Background: an optimization exercise with open tools, aiming at small area. Do not read the settings as production practice.
Only simulation tests tie the RTL to the original design; equivalence was not proved.
Power is estimated from default activity; no workload was simulated.

[run.sh]
#!/bin/bash
# synth_recipe.tcl (not shown) runs the flow's synth.tcl, then flattens the netlist and writes it again
# the make line also repeats each setting of config.mk as NAME=value (left out here)
make -C /OpenROAD-flow-scripts/flow DESIGN_CONFIG=/design/flow/config.mk WORK_HOME=/design/flow/orfs CLKGATE_MAP_FILE= SYNTH_SCRIPT=/design/flow/synth_recipe.tcl finish
[design.v]
module si_countrate #(
    parameter int WORD_WIDTH = 4,
    parameter int CNT_WIDTH  = 16
) (
    input  logic                     clk,
    input  logic                     rst,
    input  logic                     s_axis_tvalid,
    output logic                     s_axis_tready,
    input  logic [WORD_WIDTH-1:0]    s_axis_tkeep,
    input  logic [5*WORD_WIDTH-1:0]  s_axis_channel,
    input  logic [64*WORD_WIDTH-1:0] s_axis_tagtime,
    input  logic [WORD_WIDTH-1:0]    s_axis_rising_edge,
    input  logic [7:0]               wb_adr_i,
    input  logic [31:0]              wb_dat_i,
    output logic [31:0]              wb_dat_o,
    input  logic                     wb_we_i,
    input  logic                     wb_stb_i,
    input  logic                     wb_cyc_i,
    output logic                     wb_ack_o
);
    localparam int NCH   = 32;
    localparam int PC_W  = $clog2(WORD_WIDTH + 1);
    localparam int SUM_W = CNT_WIDTH + PC_W;
    localparam logic [CNT_WIDTH-1:0] CNT_MAX = '1;
    localparam logic [63:0] WLEN_RESET = 64'd1_000_000_000;
    logic        ctrl_en_q;
    logic [1:0]  ctrl_mode_q;
    logic [63:0] wlen_q;
    logic [31:0] wdone_q;
    logic        gap_q;
    logic        sat_q;
    logic        ack_q;
    logic [31:0] dat_q;
    logic [31:0] rd_data;
    logic        wb_req;
    logic        wb_wr;
    logic        clr_status;
    logic [CNT_WIDTH-1:0] live_q [NCH];
    logic [CNT_WIDTH-1:0] snap_q [NCH];
    assign s_axis_tready = ~rst;
    assign wb_ack_o      = ack_q;
    assign wb_dat_o      = dat_q;
    assign wb_req     = wb_cyc_i & wb_stb_i & ~ack_q;
    assign wb_wr      = wb_req & wb_we_i;
    assign clr_status = wb_wr && (wb_adr_i == 8'h10);
    always_comb begin
        rd_data = '0;
        if (wb_adr_i[1:0] == 2'b00) begin
            if (wb_adr_i[7]) begin
                rd_data = 32'(snap_q[wb_adr_i[6:2]]);
            end else begin
                case (wb_adr_i[6:2])
                    5'd0:    rd_data = {29'd0, ctrl_mode_q, ctrl_en_q};
                    5'd1:    rd_data = wlen_q[31:0];
                    5'd2:    rd_data = wlen_q[63:32];
                    5'd3:    rd_data = wdone_q;
                    5'd4:    rd_data = {30'd0, sat_q, gap_q};
                    default: rd_data = '0;
                endcase
            end
        end
    end
    always_ff @(posedge clk) begin
        if (rst) begin
            ctrl_en_q   <= 1'b0;
            ctrl_mode_q <= 2'b00;
            wlen_q      <= WLEN_RESET;
            ack_q       <= 1'b0;
            dat_q       <= '0;
        end else begin
            ack_q <= wb_req;
            if (wb_req) begin
                dat_q <= rd_data;
            end
            if (wb_wr) begin
                case (wb_adr_i)
                    8'h00: begin
                        ctrl_en_q   <= wb_dat_i[0];
                        ctrl_mode_q <= wb_dat_i[2:1];
                    end
                    8'h04:   wlen_q[31:0]  <= wb_dat_i;
                    8'h08:   wlen_q[63:32] <= wb_dat_i;
                    default: ;
                endcase
            end
        end
    end
    logic [WORD_WIDTH-1:0]    acc_in;
    logic [WORD_WIDTH-1:0]    s1_acc_q;
    logic [5*WORD_WIDTH-1:0]  s1_ch_q;
    logic [64*WORD_WIDTH-1:0] s1_tag_q;
    always_comb begin
        acc_in = '0;
        for (int i = 0; i < WORD_WIDTH; i++) begin
            acc_in[i] = s_axis_tvalid & s_axis_tkeep[i] & ctrl_en_q &
                        (ctrl_mode_q[1] | (s_axis_rising_edge[i] ^ ctrl_mode_q[0]));
        end
    end
    always_ff @(posedge clk) begin
        if (rst) begin
            s1_acc_q <= '0;
            s1_ch_q  <= '0;
            s1_tag_q <= '0;
        end else begin
            s1_acc_q <= acc_in;
            s1_ch_q  <= s_axis_channel;
            s1_tag_q <= s_axis_tagtime;
        end
    end
    logic                  started_q;
    logic [63:0]           wend_q;
    logic [WORD_WIDTH-1:0] acc2;
    logic [63:0]           len_eff;
    logic                  first_found;
    logic [63:0]           first_tag;
    logic [63:0]           end_eff;
    logic                  b_found;
    logic [63:0]           b_tag;
    logic [63:0]           wend_d;
    logic                  gap_d;
    logic [WORD_WIDTH-1:0] pre_d;
    logic [WORD_WIDTH-1:0] post_d;
    logic [WORD_WIDTH-1:0]   s2_pre_q;
    logic [WORD_WIDTH-1:0]   s2_post_q;
    logic [5*WORD_WIDTH-1:0] s2_ch_q;
    logic                    s2_close_q;
    logic                    s2_gap_q;
    always_comb begin
        len_eff     = (wlen_q == 64'd0) ? 64'd1 : wlen_q;
        acc2        = ctrl_en_q ? s1_acc_q : '0;
        first_found = 1'b0;
        first_tag   = '0;
        for (int i = 0; i < WORD_WIDTH; i++) begin
            if (acc2[i] && !first_found) begin
                first_found = 1'b1;
                first_tag   = s1_tag_q[i*64 +: 64];
            end
        end
        end_eff = started_q ? wend_q : (first_tag + len_eff);
        b_found = 1'b0;
        b_tag   = '0;
        pre_d   = acc2;
        post_d  = '0;
        for (int i = 0; i < WORD_WIDTH; i++) begin
            if (acc2[i] && !b_found && (s1_tag_q[i*64 +: 64] >= end_eff)) begin
                b_found = 1'b1;
                b_tag   = s1_tag_q[i*64 +: 64];
            end
            if (b_found) begin
                pre_d[i]  = 1'b0;
                post_d[i] = acc2[i];
            end
        end
        wend_d = end_eff;
        gap_d  = 1'b0;
        if (b_found) begin
            if (b_tag < (end_eff + len_eff)) begin
                wend_d = end_eff + len_eff;
            end else begin
                wend_d = b_tag + len_eff;
                gap_d  = 1'b1;
            end
        end
    end
    always_ff @(posedge clk) begin
        if (rst || !ctrl_en_q) begin
            started_q  <= 1'b0;
            wend_q     <= '0;
            s2_pre_q   <= '0;
            s2_post_q  <= '0;
            s2_ch_q    <= '0;
            s2_close_q <= 1'b0;
            s2_gap_q   <= 1'b0;
        end else begin
            if (first_found) begin
                started_q <= 1'b1;
                wend_q    <= wend_d;
            end
            s2_pre_q   <= pre_d;
            s2_post_q  <= post_d;
            s2_ch_q    <= s1_ch_q;
            s2_close_q <= b_found;
            s2_gap_q   <= gap_d;
        end
    end
    logic [PC_W-1:0]      pre_cnt  [NCH];
    logic [PC_W-1:0]      post_cnt [NCH];
    logic [SUM_W-1:0]     sum_pre  [NCH];
    logic [SUM_W-1:0]     sum_post [NCH];
    logic [CNT_WIDTH-1:0] live_d   [NCH];
    logic [CNT_WIDTH-1:0] snap_d   [NCH];
    logic                 sat_hit;
    function automatic logic [CNT_WIDTH-1:0] sat_cnt(input logic [SUM_W-1:0] s);
        sat_cnt = (s >= SUM_W'(CNT_MAX)) ? CNT_MAX : s[CNT_WIDTH-1:0];
    endfunction
    always_comb begin
        sat_hit = 1'b0;
        for (int c = 0; c < NCH; c++) begin
            pre_cnt[c]  = '0;
            post_cnt[c] = '0;
            for (int i = 0; i < WORD_WIDTH; i++) begin
                if (s2_ch_q[i*5 +: 5] == 5'(c)) begin
                    if (s2_pre_q[i]) begin
                        pre_cnt[c] = pre_cnt[c] + PC_W'(1);
                    end
                    if (s2_post_q[i]) begin
                        post_cnt[c] = post_cnt[c] + PC_W'(1);
                    end
                end
            end
            sum_pre[c]  = SUM_W'(live_q[c]) + SUM_W'(pre_cnt[c]);
            sum_post[c] = SUM_W'(post_cnt[c]);
            snap_d[c]   = snap_q[c];
            if (s2_close_q) begin
                snap_d[c] = sat_cnt(sum_pre[c]);
                live_d[c] = sat_cnt(sum_post[c]);
            end else begin
                live_d[c] = sat_cnt(sum_pre[c]);
            end
            if (((pre_cnt[c] != '0) && (sum_pre[c] >= SUM_W'(CNT_MAX))) ||
                (s2_close_q && (post_cnt[c] != '0) && (sum_post[c] >= SUM_W'(CNT_MAX)))) begin
                sat_hit = 1'b1;
            end
        end
    end
    always_ff @(posedge clk) begin
        if (rst) begin
            for (int c = 0; c < NCH; c++) begin
                live_q[c] <= '0;
                snap_q[c] <= '0;
            end
            wdone_q <= '0;
            gap_q   <= 1'b0;
            sat_q   <= 1'b0;
        end else begin
            gap_q <= (gap_q & ~(clr_status & wb_dat_i[0])) |
                     (ctrl_en_q & s2_close_q & s2_gap_q);
            sat_q <= (sat_q & ~(clr_status & wb_dat_i[1])) |
                     (ctrl_en_q & sat_hit);
            if (!ctrl_en_q) begin
                for (int c = 0; c < NCH; c++) begin
                    live_q[c] <= '0;
                end
            end else begin
                for (int c = 0; c < NCH; c++) begin
                    live_q[c] <= live_d[c];
                    snap_q[c] <= snap_d[c];
                end
                if (s2_close_q) begin
                    wdone_q <= wdone_q + 32'd1;
                end
            end
        end
    end
endmodule
[config.mk]
export PLATFORM = sky130hd
export DESIGN_NAME = si_countrate
export DESIGN_NICKNAME = si_countrate
export VERILOG_FILES = /design/flow/design.v
export SDC_FILE = /design/flow/constraint.sdc
export NUM_CORES = 4
export LEC_CHECK = 0
export CAP_MARGIN = 20
export CORE_MARGIN = 2
export CORE_UTILIZATION = 40
export SLEW_MARGIN = 20
[constraint.sdc]
create_clock -name core_clock -period 12.0 [get_ports {clk}]
set_input_delay 2.4000 -clock core_clock [delete_from_list [all_inputs] [get_ports {clk}]]
set_output_delay 2.4000 -clock core_clock [all_outputs]
set_load 0.01 [all_outputs]
==> impl_metrics.tcl <==
set metrics [dict create \
    status "no timing/DRC/antenna violations" \
    syn_inst 11525 \
    cts.clk_slew.worst_paths_ns 0.07 \
    finalSetupViolCount 0 \
    grt_use_met2_pct 49.7 \
    finalHoldViolations 0 \
    ys_seq_area_share_pct 32.5 \
    initial_core_util_pct 40.2 \
    dieArea_um2 240000 \
    clk_latency_ns 0.90 \
    grt_usage_pct 35.4 \
    antenna_left 0 \
    synth-seq-cells 1533 \
    critPathKind "flop to flop" \
    rr_worst_depth 43 \
    drt_iter0_drc 12590 \
    min_from "s1_ch_q[7]" \
    antenna_found_initial 54 \
    die_w_um 490 \
    cap_violations 0 \
    leakage_uw 0.0441 \
    reg2reg_slack_ns 0.22 \
    synth_cell_types 100 \
    port_buffers 363 \
    peakVddDrop_mv 0.111 \
    period_minus_slack_ns 11.78 \
    cts_tree "built" \
    power_uw 11500 \
    first_pass_iters 10 \
    met1_usage_pct 50.3 \
    num_vias 94396 \
    slew_viol_final 0 \
    worst_path_largest_cell_delay_ns 0.67 \
    min_path_cells 1 \
    drc 0 \
    layout_commonest_cell "nor2_1" \
    row_count 178 \
    gp_routability_congestion 1.04 \
    setup_tns_ns 0 \
    dp_hpwl_mm 350 \
    netlist_area_um2 94400 \
    core_um2 235000 \
    use_met3_pct 9.29 \
    crit_arrival_ns 12.55 \
    r2r_end "wend_q[62]" \
    avgSynthCellArea_um2 8.19 \
    start_kind "flop" \
    crit_path_end_kind "flop" \
    layout.nets 13177 \
    io_pins 364 \
    grt_start_max_net_pins 192 \
    final_cells 15329 \
    dp.cells 14984 \
    ys_async_sr_fraction_pct 0 \
    grt.overflow.total 0 \
    tightest_slew_ns 1.33 \
    min_period_over_period_pct 98.2 \
    clock_path_buffers 3 \
    max_clock_freq_mhz 84.9 \
    path_max_fanout 49 \
    synthesis.nets 12687 \
    hold_path.class "flop to flop" \
    cp_slowest_cell "or4_4" \
    die_y_um 490 \
    h-tree-depth 4 \
    grt_pass1_vias 86282 \
    synthToLayoutAreaGrowth_pct 17.5 \
    synth_warnings 9 \
    hold_end "s2_ch_q[7]" \
    final_cell_mix "1764 x nor2_1, 1531 x dfxtp_1, 887 x nand2_1, 796 x ha_1, 750 x a21oi_1" \
    numCtsBuffers 174 \
    root_buffer "clkbuf_16" \
    cpMostUsedCell "buf_4" \
    power_density_nw_per_um2 103 \
    vias_per_cell 6.16 \
    cp.required_ns 12.77 \
    wirelength_mm 440 \
    cts.sinks 1533 \
    grt_busiest_layer "met1" \
    fin_skew_ns 0.0744 \
    wl_per_cell_um 28.7 \
    maxSlewHeadroom_pct 11.2 \
    synth_ff_type "dfxtp_1" \
    worst_r2r_startpoint "s1_acc_q[0]" \
    grt_pass1_wl_mm 619 \
    drive_gt1_share_pct 10.1 \
    synth-edff-count 0 \
]
==> report_power, final <==
part | total [uW] | switching (uW) | internal, uW | leakage, uW
clock | 5810 | 2430 | 3380 | 0.00302
combinational | 426 | 228 | 198 | 0.0287
sequential | 5220 | 76.0 | 5140 | 0.0124
total | 11500 | 2730 | 8720 | 0.0441
==> repair_timing <==
| item | 4_1_cts | 5_1_grt |
|---|---|---|
| buffers inserted | 0 | 5 |
| pin swaps | 0 | 5 |
| endpoints found under the hold margin | 0 | 0 |
| cloned | 0 | 0 |
| hold buffers | 0 | 0 |
| endpoints found under the setup margin | 65 | 65 |
| resized for setup | 12 | 29 |
==> how the worst max path moves through the flow <==
| stage | cells after the start | end | startpoint |
|---|---|---|---|
| floorplan | 46 | wend_q[61] | ctrl_en_q |
| global placement | 44 | wend_q[0] | ctrl_en_q |
| detailed placement | 45 | wend_q[62] | ctrl_en_q |
| CTS | 47 | wend_q[62] | s1_acc_q[0] |
| global route | 47 | wend_q[62] | ctrl_en_q |
| finish | 43 | wend_q[62] | s1_acc_q[0] |
==> cell families (layout without fill, tap and decap cells) <==
group	count (synthesis)	count (layout)	share of synthesized area, %
simple gates	4422	4422	21.8
xor+xnor	782	782	7.27
fa+ha+maj	832	832	11.3
buf+inv	863	1495	3.50
mux	281	281	3.24
compound gates	2812	2812	20.4
other cells	0	22	0
flops	1533	1533	32.5
==> registers in the layout (all words and copies together), names as in the netlist, 2 cells and up <==
register,flops
live_q,512
snap_q,512
s1_tag_q,256
wend_q,64
wlen_q,64
dat_q,32
wdone_q,32
s1_ch_q,20
s2_ch_q,20
s1_acc_q,4
s2_post_q,4
s2_pre_q,4
ctrl_mode_q,2
==> critical path: cells and delay by family, from the launching register on <==
family	cells	cell delay [ns]
adders and majority gates	4	1.42
DFF	1	0.37
AOI/OAI and AO/OA	19	5.00
buffers and inverters	7	1.25
xor gates and xnor gates	2	0.34
and+or+nand+nor	11	3.22
==> metal layers <==
| metal | part of all wire (%) | vias up |
|---|---|---|
| met4 | 5.1 | 18 |
| li1 | - | 42711 |
| met1 | 44 | 45779 |
| met5 | 0.039 | - |
| met2 | 40 | 5055 |
| met3 | 12 | 833 |
==> cell type report <==
cell class / instances / area [um^2]
fillers: 22785 / 124000
multi-input cells: 9129 / 60700
flip-flops and latches: 1533 / 30700
repair buffers: 993 / 8540
clock buffers: 231 / 4900
well taps: 3150 / 3940
clock inverters: 87 / 1300
inverters: 184 / 691
diodes: 22 / 55.1
==> metrics by stage <==
stage	setup slack [ns]	util (%)	hold slack (ns)	instance area (um^2)
final	0.221	47.2	0.439	111000
after global routing	-0.0127	47.2	0.455	111000
after CTS	0.00294	47.1	0.436	111000
after detailed placement	-0.894	44.4	0.424	104000
after global placement	-0.778	44.4	0.421	104000
after floorplan	2.02	-	0.406	94400
==> cell usage after synthesis, types with 33 or more instances <==
master	instances	area share [%]
nor2_1	1772	7.0
dfxtp_1	1533	33
nand2_1	892	3.5
ha_1	797	11
a21oi_1	750	4.0
clkbuf_1	629	2.5
xnor2_1	402	3.7
nor2b_1	396	2.6
xor2_1	379	3.5
a211oi_1	366	2.9
nand3_1	365	1.9
o21ai_0	350	1.9
a22oi_1	244	1.9
nand4_1	227	1.5
nor3_1	213	1.1
mux2_2	184	2.2
inv_1	183	0.73
a21o_1	182	1.4
a311oi_1	171	1.6
and2_1	140	0.93
mux2i_1	96	1.0
o22ai_1	93	0.62
nor4_1	84	0.56
a221oi_1	82	0.76
and3_1	74	0.49
a221o_1	68	0.72
a222oi_1	63	0.67
a22o_1	59	0.55
nand2b_1	59	0.39
a31oi_1	48	0.32
o21a_1	45	0.36
o21bai_1	41	0.33
nor3b_1	39	0.31
o31ai_1	38	0.30
fa_1	35	0.74
nand3b_1	33	0.26

what the ideal ports hide:
The flow's constraints put no driver on any port. The routed layout listed below was extracted and timed again, unchanged, in two steps. Step 1, drivers: a clkbuf_16 drives clk and a buf_2 each remaining input, both assumed. Step 2 moves the port delays by t, midway between the first and last clock arrival at a register: inputs arrive t later, outputs are due t later. That takes back most of the time a late clock gives input paths. Three values: no drivers, after step 1, after step 2; two values: the first two.
shift t [ns]: 0.961
setup slack, ns: 0.221 / 0.221 / 0.221
clock arrival spread, ns: 0.074 / 0.074
worst data-port slew with drivers (ns): 0.15
After both steps this run still meets setup and hold. For this run, drivers alone change the setup slack by 0.000 ns; drivers and shift together by 0.000 ns.
